Background: an optimization exercise with open tools, aiming at small area, a short achievable clock period and few clock cycles per item. Do not read the settings as production practice. Function was checked by simulation only, so behaviour that the tests miss may differ from the original. Power and IR drop assume default switching activity.

// cpu_top
module cpu_top #(
  parameter int addr_w = 12
) (
  input  logic                       clk,
  input  logic                       rst_n,
  output logic                       io_stall,
  output logic                       mem_req,
  output logic                       mem_we,
  output logic [addr_w:0]            mem_addr,
  output logic [cpu_pkg::data_w-1:0] mem_wdata,
  input  logic                       mem_ack,
  input  logic [cpu_pkg::data_w-1:0] mem_rdata
);
For scale: roughly 420 flip-flops, about 51 I/O pins, about 25000 um^2 of cells after synthesis.
Settings: LEC_CHECK=0, CAP_MARGIN=20, CORE_MARGIN=2, CORE_UTILIZATION=55, SETUP_SLACK_MARGIN=4.5, SLEW_MARGIN=20; clock period 8.0 ns.
run.sh (not shown) runs the stock make flow with config.mk's settings and CLKGATE_MAP_FILE= SYNTH_SCRIPT=/design/flow/synth_recipe.tcl, a recipe that flattens the netlist after the stock synthesis.
The starting point passed the timing, design-rule and antenna checks.
Testbench counts at the start, summed over its fixed seeds: cycles 33,391, instrs 24,000.
Change:
--- a/flow/design.v
+++ b/flow/design.v
@@ -451,25 +451,28 @@
   logic [dw-1:0]     cs_s, cs_c;
   logic [2:0]        op;
   logic [3:0]        rs, rt, rd;
   logic              is_load, is_store, is_mem, is_alu, is_mul, is_beq, is_jump;
   logic              uses_rs, uses_rt;
   logic              adv, f_busy, ld_busy, wbusy, hazard, ex, redir, arr, w_jump, w_beqs, w_wait;
   logic [addr_w-1:0] w_tgt;
   logic              nxt_data, nxt_none, nxt_fetch;
   logic [addr_w-1:0] beq_tgt, fetch_nx, fa_inc;
-  logic [dw-1:0]     alu_out;
+  logic [dw-1:0]     alu_out, alu_sum;
+  logic              alu_sub, alu_lt;
+  logic              ir_sub;    
   logic              ld_wr, alu_wr, wr_en;
   logic [3:0]        wr_idx;
   logic [dw-1:0]     wr_data;
   logic [3:0]        idx_a, idx_b;
   logic              r_e, r_d, r_one, r_two;
-  logic [2:0]        p_dec;
+  logic [2:0]        p_dec, p_nxt;
+  logic              io_stall_q;    
   assign op       = ir[15:13];
   assign rs       = ir[12:9];
   assign rt       = ir[8:5];
   assign rd       = ir[4:1];
   assign is_load  = (op == 3'b010);
   assign is_store = (op == 3'b011);
   assign is_mem   = (op[2:1] == 2'b01);
   assign is_alu   = (op[2:1] == 2'b00);
   assign is_mul   = (op == 3'b001) && ir[0];
@@ -486,25 +489,22 @@
   assign ex     = ir_v && !hazard;
   assign redir  = ex && !ir_jd && ((is_beq && op_a == op_b) || is_jump);
   assign arr    = mem_ack && f_busy && !redir;
   assign w_jump = (mem_rdata[15:13] == 3'b101);
   assign w_beqs = (mem_rdata[15:13] == 3'b100) && (mem_rdata[12:9] == mem_rdata[8:5]);
   assign w_tgt  = w_jump ? mem_rdata[12:1] : fa + addr_w'($signed(mem_rdata[4:0])) + addr_w'(1);
   assign w_wait = (mem_rdata[15:14] == 2'b00) ||
                   (mem_rdata[15] ^ mem_rdata[14]) && (mem_rdata[12:9] == rd) ||
                   ((mem_rdata[15:13] == 3'b011) || (mem_rdata[15:13] == 3'b100)) && (mem_rdata[8:5] == rd);
-  always_comb begin
-    case ({op[0], ir[0]})
-      2'b00:   alu_out = op_a + op_b;
-      2'b01:   alu_out = op_a - op_b;
-      default: alu_out = {{(dw-1){1'b0}}, ($signed(op_a) < $signed(op_b))};
-    endcase
-  end
+  assign alu_sub = ir_sub;
+  assign alu_sum = op_a + (op_b ^ {dw{alu_sub}}) + dw'(alu_sub);
+  assign alu_lt  = (op_a[dw-1] ^ op_b[dw-1]) ? op_a[dw-1] : alu_sum[dw-1];
+  assign alu_out = op[0] ? {{(dw-1){1'b0}}, alu_lt} : alu_sum;
   mul16_cs u_mul (.a(op_a), .b(op_b), .x(cs_x_d), .y(cs_y_d), .z(cs_z_d));
   always_ff @(posedge clk) begin
     cs_x <= cs_x_d;
     cs_y <= cs_y_d;
     cs_z <= cs_z_d;
   end
   assign cs_s = cs_x ^ cs_y ^ cs_z;
   assign cs_c = {(cs_x[dw-2:0] & cs_y[dw-2:0]) | (cs_z[dw-2:0] & (cs_x[dw-2:0] ^ cs_y[dw-2:0])), 1'b0};
   assign ld_wr   = adv && ld_busy;
@@ -572,41 +572,45 @@
         mem_addr  <= {1'b0, fetch_nx};
       end
     end
   end
   assign r_e   = adv && ex && !is_mem && !is_mul;
   assign r_d   = adv && q_data;
   assign r_one = r_e || r_d || m2;
   assign r_two = (r_e && r_d) || (r_e && m2) || (r_d && m2);
   assign p_dec = pend - 3'(pend != 3'd0);
+  assign p_nxt = r_two ? p_dec + 3'd2 : r_one ? p_dec + 3'd1 : p_dec;
   always_ff @(posedge clk or negedge rst_n) begin
     if (!rst_n) begin
       ir_v  <= 1'b0;
       pend  <= '0;
+      io_stall_q <= 1'b1;
       m2    <= 1'b0;
     end else begin
-      pend <= r_two ? p_dec + 3'd2 : r_one ? p_dec + 3'd1 : p_dec;
+      pend <= p_nxt;
+      io_stall_q <= (p_nxt == 3'd0);
       m2   <= adv && ex && is_mul;
       if (adv) begin
         if (arr) begin
           ir_v <= 1'b1;
         end else if (ex) begin
           ir_v <= 1'b0;
         end
       end
     end
   end
   always_ff @(posedge clk) begin
     if (adv) begin
       if (nxt_data && is_load) wb_rt <= rt;
       if (ex && is_mul)        wb_rt <= rd;
       if (arr) begin
         ir    <= mem_rdata;
+        ir_sub <= mem_rdata[13] || mem_rdata[0];
         ir_jd <= (w_jump || w_beqs) && nxt_fetch;
         ir_f  <= nxt_fetch;
       end else begin
         ir_f  <= ir_f || nxt_fetch;
       end
     end
   end
-  assign io_stall = (pend == 3'd0);
+  assign io_stall = io_stall_q;
 endmodule
=> Clock power hardly moves; setup slack improved by 0.033 ns; cell area went down by about 3.6%; utilization went down by 0.40 points; combinational power stays flat; wire length went down by about 4%; total power went up by about 1.2%; via count went down by about 3%; non-clock buffer count went down by 6; clock skew went up by 0.0046 ns; global-route usage went down by 0.63 points; hold slack got worse by 0.015 ns.
Testbench counts after the change, summed over its fixed seeds: cycles 33,391, instrs 24,000.

==> port drivers added, routing unchanged <==
No port has a modelled driver above. Below, the same layouts with a new extraction and two added sets of constraints. Step 1: set_driving_cell puts a clkbuf_16 on clk and a buf_2 on each other input, an assumption about the parent block. Step 2 moves the port delays by t, midway between the first and last clock arrival at a register: inputs arrive t later, outputs are due t later. That takes back most of the time a late clock gives input paths. a / b / c = ideal / step 1 / step 2; a / b = the first two.
run | shift t [ns] | slack for setup (ns) | slew at the worst register clock pin (ns) | worst data-port slew with drivers (ns)
the first run | 0.650 | 4.516 / 4.555 / 3.905 | 0.07 / 0.07 | 0.03
the second run | 0.659 | 4.549 / 4.575 / 3.924 | 0.07 / 0.07 | 0.04
After both steps every run listed still meets setup and hold. The setup slack of the second run, which loses most, moves by +0.026 ns with the drivers and by -0.625 ns with both steps.
